Context: an optimization exercise on an open-source flow, tuned for small area. The choices shown serve that exercise and are no tape-out recipe. The RTL was checked by simulation tests, not by an equivalence proof against the original design. In run 3 the design's own scripts or RTL, not TritonCTS, make the clock network. No driver is modelled on the clock port, so clock power and skew are understated where the tree is cut down; a real chip needs a root buffer or a tree. Power and IR drop assume default switching activity.

==> flow/design.v (outline; a module is shown in full before it is edited, if it fits) <==
// module lsp_scalar_quantizer: 1634 lines
// module frame_packer: 25 lines
// module codec2_frame_encoder: 51 lines
module codec2_frame_encoder
(
	input  logic clk,
	input  logic rst,
	input  logic start,
	input  logic [10*16-1:0] lsp_in,
	input  logic voiced_first,
	input  logic voiced_second,
	input  frame_pkg::woe_index_t woe_index,
	output frame_pkg::frame_bits_t encoded_bits,
	output logic done_frame
);
  // ...
==> flow/flow/run.sh <==
#!/bin/bash
# Layout: the standard flow (standard.sh), with these changes to how the
# layout is made:
#  - synthesis maps the logic with an area-oriented ABC script
#    (flow/abc_map.script) in place of ORFS's delay-oriented one, and leaves
#    half/full adders to ABC instead of extracting them into adder cells
#    first; the rest of the standard synthesis script is unchanged, so the
#    registers are the standard synthesis's;
#  - every input and output port still gets its own buffer, made from the
#    smallest buffer cell (sky130_fd_sc_hd__buf_1);
#  - clock tree synthesis builds its tree from sky130_fd_sc_hd__clkbuf_8 and
#    adds no dummy loads.
# Each step's full output goes to a log file of its own in this folder.
set -euo pipefail
here=$(pwd)
rm -rf "$here/scripts_area"
cp -r "$FLOW_HOME/scripts" "$here/scripts_area"
cp "$here/flow/abc_map.script" "$here/scripts_area/abc_speed.script"
export BUFFER_PORTS_ARGS="-buffer_cell sky130_fd_sc_hd__buf_1"
export CTS_ARGS="-sink_clustering_enable -repair_clock_nets -buf_list sky130_fd_sc_hd__clkbuf_8 -dont_use_dummy_load"
SCRIPTS_DIR="$here/scripts_area" ADDER_MAP_FILE= bash standard.sh synth > "$here/synth.log" 2>&1
bash standard.sh > "$here/layout.log" 2>&1
==> flow/flow/abc_map.script <==
strash
&get -n
&dch -f
&nf -R 1000 -p -C 32
&put
strash
&get -n
&dch -f
&nf -R 1000 -p -C 32
&put
==> flow/standard.sh <==
#!/bin/bash
# synth_recipe.tcl (not shown) runs the flow's synth.tcl, then flattens the netlist and writes it again
# the make line also repeats each setting of config.mk as NAME=value (left out here)
make -C /OpenROAD-flow-scripts/flow DESIGN_CONFIG=/design/flow/config.mk WORK_HOME=/design/flow/orfs CLKGATE_MAP_FILE= SYNTH_SCRIPT=/design/flow/synth_recipe.tcl "${@:-finish}"
==> flow/config.mk <==
export PLATFORM = sky130hd
export DESIGN_NAME = codec2_frame_encoder
export DESIGN_NICKNAME = codec2_frame_encoder
export VERILOG_FILES = /design/flow/design.v
export SDC_FILE = /design/flow/constraint.sdc
export NUM_CORES = 4
export LEC_CHECK = 0
export CAP_MARGIN = 20
export CORE_MARGIN = 2
export CORE_UTILIZATION = 40
export SLEW_MARGIN = 20
==> flow/constraint.sdc <==
create_clock -name core_clock -period 8.0 [get_ports {clk}]
set_input_delay 1.6000 -clock core_clock [delete_from_list [all_inputs] [get_ports {clk}]]
set_output_delay 1.6000 -clock core_clock [all_outputs]
set_load 0.01 [all_outputs]
==> out/qor.csv, run 1 <==
stage;metric;value;unit
power;Internal Power;0.419;mW
final_layout;Multi-In Gates;485;
logic_synthesis;Post-Synthesis Cells;547;
clock_network;Post-CTS Setup Inserts;0;
power;Logic power comb;0.249;mW
power;net switching power;0.237;mW
worst_setup_path;Worst Reg-to-Reg Cells;4;
power;Flop+latch power;0.279;mW
logic_synthesis;synth top area cells;dfrtp_1 30%, nand2_1 8.7%, o21ai_0 7.3%;
global_route;total gr overflow;0;
power;logic gate share of total power;37.9;%
clock_network;htree depth;2;
worst_setup_path;setup slack, reg-to-reg;5.69;ns
power;Power, Total;0.656;mW
timing;fin. max-slew vios;0;
final_layout;layout cells sized above 1;1.17;%
timing;RSZ-0062 raised after global routing;false;
worst_setup_path;CP endpoint kind;flip-flop;
outcome;status;complete, no violations;
place;Placer Congestion;0.935;
place;# port buffers;219;
logic_synthesis;Yosys top cell by area;dfrtp_1;
global_route;initial antenna violation count;0;
worst_setup_path;crit-path cells;buf_1 > clkinv_1 > a21oi_1 > a21o_1 > a21oi_1 > o21a_1 > nor3_1 > maj3_1 > a21oi_1 > o21ai_0 > o21ai_0 > nand2_1 > o21ai_0 > a221oi_1 > nor2b_1 > nand2_1 > a2111oi_0 > a22o_1;
floorplanning;die area;10900;µm²
logic_synthesis;EDFF count, synth;0;
final_layout;diodes inserted;0;
worst_setup_path;worst-path fanout max;6;
clock_network;CTS root buffer;clkbuf_8;
==> run 2, diff against run 1 <==
--- a/flow/flow/run.sh
+++ b/flow/flow/run.sh
@@ -8,15 +8,30 @@
 #    registers are the standard synthesis's;
 #  - every input and output port still gets its own buffer, made from the
 #    smallest buffer cell (sky130_fd_sc_hd__buf_1);
-#  - clock tree synthesis builds its tree from sky130_fd_sc_hd__clkbuf_8 and
-#    adds no dummy loads.
+#  - the clock step (ORFS's cts.tcl, otherwise unchanged) distributes the
+#    clock through CLK_GROUPS buffers of type CLK_BUF, each driving the clock
+#    pins of one group of nearby flip-flops (flow/clock_buffer.tcl), instead
+#    of TritonCTS's H-tree; every register has one buffer on its clock path.
 # Each step's full output goes to a log file of its own in this folder.
 set -euo pipefail
+CLK_GROUPS=1
+CLK_BUF=sky130_fd_sc_hd__clkbuf_16
 here=$(pwd)
-rm -rf "$here/scripts_area"
+rm -rf "$here/scripts_area" "$here/scripts_clock"
 cp -r "$FLOW_HOME/scripts" "$here/scripts_area"
 cp "$here/flow/abc_map.script" "$here/scripts_area/abc_speed.script"
+cp -r "$FLOW_HOME/scripts" "$here/scripts_clock"
+python3 - "$here/scripts_clock/cts.tcl" "$here/flow/clock_buffer.tcl" "$CLK_GROUPS" "$CLK_BUF" <<'PY'
+import sys
+p, proc, groups, buf = sys.argv[1:5]
+s = open(p).read()
+old = 'log_cmd clock_tree_synthesis {*}$cts_args'
+assert s.count(old) == 1
+s = s.replace(old, f'source {proc}\nbench_clock_buffer {groups} {buf}')
+open(p, 'w').write(s)
+PY
 export BUFFER_PORTS_ARGS="-buffer_cell sky130_fd_sc_hd__buf_1"
-export CTS_ARGS="-sink_clustering_enable -repair_clock_nets -buf_list sky130_fd_sc_hd__clkbuf_8 -dont_use_dummy_load"
 SCRIPTS_DIR="$here/scripts_area" ADDER_MAP_FILE= bash standard.sh synth > "$here/synth.log" 2>&1
+bash standard.sh floorplan place > "$here/place.log" 2>&1
+SCRIPTS_DIR="$here/scripts_clock" bash standard.sh cts > "$here/cts.log" 2>&1
 bash standard.sh > "$here/layout.log" 2>&1
==> flow/flow/clock_buffer.tcl (new file) <==
# Clock distribution used in place of TritonCTS's tree: the flip-flops are
# split into FLOW_CLK_GROUPS groups by position (k-means on their
# centres), each group gets one FLOW_CLK_BUF buffer at its centre that
# drives all of the group's clock pins, and the clock port drives only those
# buffers. Every register sees one buffer between the port and its clock pin.
proc my_clock_buffer { groups bufcell } {
  set block [ord::get_db_block]
  set clk [$block findNet clk]
  set master [[ord::get_db] findMaster $bufcell]
  set sinks [$clk getITerms]
  set pts {}
  foreach it $sinks {
    set bb [[$it getInst] getBBox]
    lappend pts [list [expr { ([$bb xMin] + [$bb xMax]) / 2.0 }] [expr { ([$bb yMin] + [$bb yMax]) / 2.0 }]]
  }
  set n [llength $pts]
  # initial centres: spread along the sorted x order
  set order [lsort -real -index 0 $pts]
  set cs {}
  for { set k 0 } { $k < $groups } { incr k } {
    lappend cs [lindex $order [expr { int(($k + 0.5) * $n / $groups) }]]
  }
  for { set iter 0 } { $iter < 50 } { incr iter } {
    set asg {}
    foreach p $pts {
      set best 0
      set bd 1e30
      for { set k 0 } { $k < $groups } { incr k } {
        set c [lindex $cs $k]
        set d [expr { abs([lindex $p 0] - [lindex $c 0]) + abs([lindex $p 1] - [lindex $c 1]) }]
        if { $d < $bd } { set bd $d; set best $k }
      }
      lappend asg $best
    }
    set ncs {}
    for { set k 0 } { $k < $groups } { incr k } {
      set sx 0.0; set sy 0.0; set m 0
      foreach p $pts a $asg {
        if { $a == $k } { set sx [expr { $sx + [lindex $p 0] }]; set sy [expr { $sy + [lindex $p 1] }]; incr m }
      }
      if { $m > 0 } { lappend ncs [list [expr { $sx / $m }] [expr { $sy / $m }]] } else { lappend ncs [lindex $cs $k] }
    }
    set cs $ncs
  }
  for { set k 0 } { $k < $groups } { incr k } {
    set inst [odb::dbInst_create $block $master clkbuf_$k]
    set net [odb::dbNet_create $block clknet_$k]
    $net setSigType CLOCK
    set m 0
    foreach it $sinks a $asg {
      if { $a == $k } { $it disconnect; $it connect $net; incr m }
    }
    [$inst findITerm A] connect $clk
    [$inst findITerm X] connect $net
    set c [lindex $cs $k]
    $inst setLocation [expr { int([lindex $c 0]) }] [expr { int([lindex $c 1]) }]
    $inst setPlacementStatus PLACED
    puts "my_clock_buffer: clkbuf_$k ($bufcell) drives $m clock pins"
  }
}
--- a/flow/config.mk
+++ b/flow/config.mk
@@ -7,5 +7,5 @@
 export LEC_CHECK = 0
 export CAP_MARGIN = 20
 export CORE_MARGIN = 2
-export CORE_UTILIZATION = 40
+export CORE_UTILIZATION = 70
 export SLEW_MARGIN = 20
==> out/qor.csv, run 2 <==
stage;metric;value;unit;change
floorplanning;initial core utilization;72.6;%;was 41.2%
floorplanning;die width;79.8;µm;was 104 µm
floorplanning;Die Height;79.8;µm;was 104 µm
logic_synthesis;syn avg cell area;7.35;µm²;unchanged
place;# port buffers;219;;unchanged
logic_synthesis;ys async rst share;100;%;unchanged
logic_synthesis;most common cell in the netlist;nand2_1;;unchanged
logic_synthesis;EDFF count, synth;0;;unchanged
logic_synthesis;Synth top area share;29.9;%;unchanged
logic_synthesis;synth top area cells;dfrtp_1 30%, nand2_1 8.7%, o21ai_0 7.3%;;unchanged
logic_synthesis;count of cell types in the netlist;55;;unchanged
logic_synthesis;sequential fraction of the synthesis area;29.9;%;unchanged
logic_synthesis;Synth Register Bits;48;;unchanged
logic_synthesis;Yosys top cell by area;dfrtp_1;;unchanged
floorplanning;std cell rows;27;;was 36
logic_synthesis;top post-synthesis cells by count;93 x nand2_1, 65 x nor2_1, 59 x o21ai_0;;unchanged
outcome;halt point of the flow;3_3_place_gp;;
logic_synthesis;Mapped Area;4020;µm²;unchanged
outcome;status;stopped before the end;;was complete, no violations
logic_synthesis;Synth warnings;2;;unchanged
logic_synthesis;Post-Synthesis Cells;547;;unchanged
outcome;Err;[ERROR GPL-0301] Utilization 100.128 % exceeds 100%.;;
floorplanning;# IOs;222;;unchanged
logic_synthesis;Most used DFF post-synth;dfrtp_1;;unchanged
## run 2: cell counts after synthesis
No cell type changed its count.
## run 2: logic make-up after synthesis
kind of cell,Yosys count,synth area share (%)
other,1,0.0932
muxes,4,1.06
xor gates and xnor gates,25,5.44
DFF,48,29.9
and+or+nand+nor,229,25.3
buffers and inverters,15,1.59
AOI/OAI and AO/OA,217,34.6
adders and majority gates,8,1.99
==> run 3, diff against run 2 <==
--- a/flow/flow/run.sh
+++ b/flow/flow/run.sh
@@ -14,7 +14,7 @@
 #    of TritonCTS's H-tree; every register has one buffer on its clock path.
 # Each step's full output goes to a log file of its own in this folder.
 set -euo pipefail
-CLK_GROUPS=1
+CLK_GROUPS=2
 CLK_BUF=sky130_fd_sc_hd__clkbuf_16
 here=$(pwd)
 rm -rf "$here/scripts_area" "$here/scripts_clock"
--- a/flow/config.mk
+++ b/flow/config.mk
@@ -7,5 +7,5 @@
 export LEC_CHECK = 0
 export CAP_MARGIN = 20
 export CORE_MARGIN = 2
-export CORE_UTILIZATION = 70
+export CORE_UTILIZATION = 40
 export SLEW_MARGIN = 20
==> out/qor.csv, run 3 <==
stage;metric;value;unit;change
outcome;status;complete, no violations;;was stopped before the end
logic_synthesis;Synth Area in Adders;1.99;%;unchanged
worst_setup_path;worst-path fanout max;6;;
global_route;met1 GRT Util;27.7;%;
final_layout;most frequent cells in the layout;218 x buf_1, 93 x nand2_1, 65 x nor2_1, 59 x o21ai_0, 48 x dfrtp_1;;
place;final HPWL from detailed placement;10.1;mm;
logic_synthesis;ys async rst share;100;%;unchanged
timing;worst-margin pin slew;0.743;ns;
final_layout;diodes inserted;0;;
floorplanning;std cell rows;36;;was 27
drt;Via Count;4980;;
logic_synthesis;Synth Area in Compound Gates;34.6;%;unchanged
logic_synthesis;post-synthesis simple-gate area fraction;25.3;%;unchanged
final_layout;Top Registers;encoded_bits: 46 flops, busy: 1 flops, done_frame: 1 flops;;
global_route;GR Layer Usage met2;40.4;%;
worst_setup_path;Data arrival, critical path;5.03;ns;
floorplanning;# IOs;222;;unchanged
logic_synthesis;most common cell in the netlist;nand2_1;;unchanged
worst_setup_path;crit path kind;in -> reg;;
logic_synthesis;top post-synthesis cells by count;93 x nand2_1, 65 x nor2_1, 59 x o21ai_0;;unchanged
logic_synthesis;Synth warnings;2;;unchanged
power;Max IR drop VDD;0.000107;V;
worst_setup_path;Worst Reg-to-Reg Cells;4;;
final_layout;Largest register FFs;46;;
worst_hold_path;worst hold stages;2;;
final_layout;fill count;1050;;
drt;residual DRC count;0;;
timing;fin. max-slew vios;0;;
logic_synthesis;Mapped Area;4020;µm²;unchanged
clock_network;Post-CTS Setup Inserts;0;;
global_route;busiest grt layer;met2;;
power;Pwr Density;126;nW/µm²;
logic_synthesis;combinational family with the most area after synthesis;compound AO/OA/AOI/OAI gates;;unchanged
floorplanning;die width;104;µm;was 79.8 µm
timing;hold_ws;0.480;ns;
logic_synthesis;Synth Register Bits;48;;unchanged
final_layout;commonest non-fill, non-tap cell in the layout;buf_1;;
timing;Final Skew;0.00505;ns;
clock_network;cts repair resizes;0;;
logic_synthesis;Synth top area share;29.9;%;unchanged
final_layout;layout cells sized above 1;0.780;%;
run;MaxCap Viol Count;0;;
timing;Hold Fails Final Rpt;0;;
final_layout;FF/Latch Area;1200;µm²;
floorplanning;total core area;9770;µm²;
worst_setup_path;crit-path cells;buf_1 > clkinv_1 > a21oi_1 > a21o_1 > a21oi_1 > o21a_1 > nor3_1 > maj3_1 > a21oi_1 > o21ai_0 > o21ai_0 > nand2_1 > o21ai_0 > a221oi_1 > nor2b_1 > nand2_1 > a2111oi_0 > a22o_1;;
floorplanning;die area;10900;µm²;
worst_setup_path;Slowest cell on crit path;nor3_1;;
timing;Max Freq;203;MHz;
worst_hold_path;Hold Crit Class;reg -> reg;;
global_route;initial antenna violation count;0;;
final_layout;area delta synth->final;26.0;%;
place;# port buffers;219;;unchanged
timing;post-layout min period;4.93;ns;
drt;Antenna Nets Post-Route;0;;
drt;Pre-antenna DRT Iters;6;;
clock_network;Worst-Skew Late Latency;0.16;ns;
drt;WL per Instance;13.8;µm;
logic_synthesis;sequential fraction of the synthesis area;29.9;%;unchanged
logic_synthesis;Post-Synth XOR/XNOR Area;5.44;%;unchanged
clock_network;cts hold-fix bufs;0;;
clock_network;Clock transition at path regs;0.10;ns;
drt;DR iter-0 viols;269;;
logic_synthesis;multiplexer share of the synthesized area;1.06;%;unchanged
logic_synthesis;synth top area cells;dfrtp_1 30%, nand2_1 8.7%, o21ai_0 7.3%;;unchanged
global_route;total gr overflow;0;;
drt;total wire length;12.4;mm;
timing;RSZ-0062 raised after global routing;false;;
logic_synthesis;syn avg cell area;7.35;µm²;unchanged
final_layout;final net count;944;;
logic_synthesis;Most used DFF post-synth;dfrtp_1;;unchanged
timing;Setup-failing EPs final;0;;
global_route;largest net degree at the start of global routing;49;;
final_layout;multi-input logic area;2760;µm²;
logic_synthesis;count of cell types in the netlist;55;;unchanged
global_route;routing usage on met3;2.32;%;
logic_synthesis;EDFF count, synth;0;;unchanged
drt;drt via density;5.52;;
power;Pleak;1.87;nW;
timing;fin crit share;61.6;%;
global_route;gr usage total;21.8;%;
place;Placer Congestion;0.935;;
timing;Worst slew margin;49.8;%;
worst_setup_path;CP endpoint kind;flip-flop;;
floorplanning;Die Height;104;µm;was 79.8 µm
global_route;vias in the first global route;4590;;
worst_setup_path;Data required, critical path;8.10;ns;
floorplanning;initial core utilization;41.2;%;was 72.6%
worst_setup_path;critical path launch point type;input pin;;
worst_setup_path;CP peak stage delay;0.51;ns;
timing;TNS Setup;0;ns;
final_layout;Largest Register;encoded_bits;;
global_route;first-pass GRT wire length;20.8;mm;
logic_synthesis;Post-Synthesis Cells;547;;unchanged
logic_synthesis;Yosys top cell by area;dfrtp_1;;unchanged
## run 3: kinds of logic after synthesis
kind of cell,after synthesis
AND/OR/NAND/NOR,229
flip-flops,48
XOR/XNOR,25
other,1
adder cells (fa/ha/maj),8
multiplexers,4
buffers and inverters,15
AO/OA/AOI/OAI,217
## run 3: layout make-up
class                           instances  share of cell area, %
Inverter                               13                  0.963
Sequential cell                        48                   23.7
Buffer                                  2                  0.987
Multi-Input combinational cell        485                   54.5
Timing Repair Buffer                  221                   16.5
Tap cell                              133                   3.28
## run 3: stage by stage
step | cells | utilization [%] | power [mW] | setup slack, ns | area, µm²
after global placement | 900 | 51.3 | 0.527 | 3.10 | 5020
final | 902 | 51.9 | 0.637 | 3.07 | 5070
after detailed placement | 900 | 51.3 | 0.533 | 2.92 | 5020
after floorplan | 548 | - | 0.423 | 3.69 | 4030
after global routing | 902 | 51.9 | 0.687 | 2.50 | 5070
after CTS | 902 | 51.9 | 0.615 | 2.91 | 5070
## run 3: worst paths after layout
check	endpoint	start	slack (ns)
worst max-delay path	encoded_bits[16]	lsp_in[90]	3.07
worst min-delay path	encoded_bits[47]	encoded_bits[47]	0.48
worst max register to register	encoded_bits[21]	busy	5.68
worst min register to register	encoded_bits[47]	encoded_bits[47]	0.48
max in group asynchronous	encoded_bits[14]	rst	6.04
min in group asynchronous	encoded_bits[31]	rst	1.52
## run 3: per-layer routing
layer / up-vias / wire length (µm)
met5: - / 0
met4: 0 / 201
met2: 200 / 6100
met1: 2263 / 5300
li1: 2503 / -
met3: 14 / 835
## run 3: report_power, final
part           switching (mW)  total (mW)  internal, mW
Combinational           0.152       0.249        0.0966
Clock                  0.0635       0.110        0.0461
Sequential             0.0129       0.279         0.266
Total                   0.228       0.637         0.409
## run 3: critical path: cells and delay by family
kind,cells,cell delay (ns)
buffers and inverters,2,0.38
AND/OR/NAND/NOR,4,0.97
AO/OA/AOI/OAI,11,1.82
adder cells (fa/ha/maj),1,0.26

==> what the ideal ports hide <==
In the flow no input, the clock included, has a driving cell. The finished layouts below were timed again as built, in two steps.
Step 1, drivers: a clkbuf_16 drives clk and a buf_2 each remaining input, both assumed.
Step 2 moves the port delays by t, midway between the first and last clock arrival at a register: inputs arrive t later, outputs are due t later. That takes back most of the time a late clock gives input paths.
a / b / c = no drivers / after step 1 / after step 2; a / b = the first two.
run | shift t [ns] | slack for setup (ns) | hold slack, ns
run 1 | 0.312 | 3.203 / 3.212 / 2.900 | 0.475 / 0.475 / 0.475
run 3 | 0.205 | 3.071 / 3.098 / 2.893 | 0.480 / 0.480 / 0.480
After both steps every run listed still meets setup and hold. For run 1, which loses most, drivers alone change the setup slack by +0.009 ns; drivers and shift together by -0.303 ns.
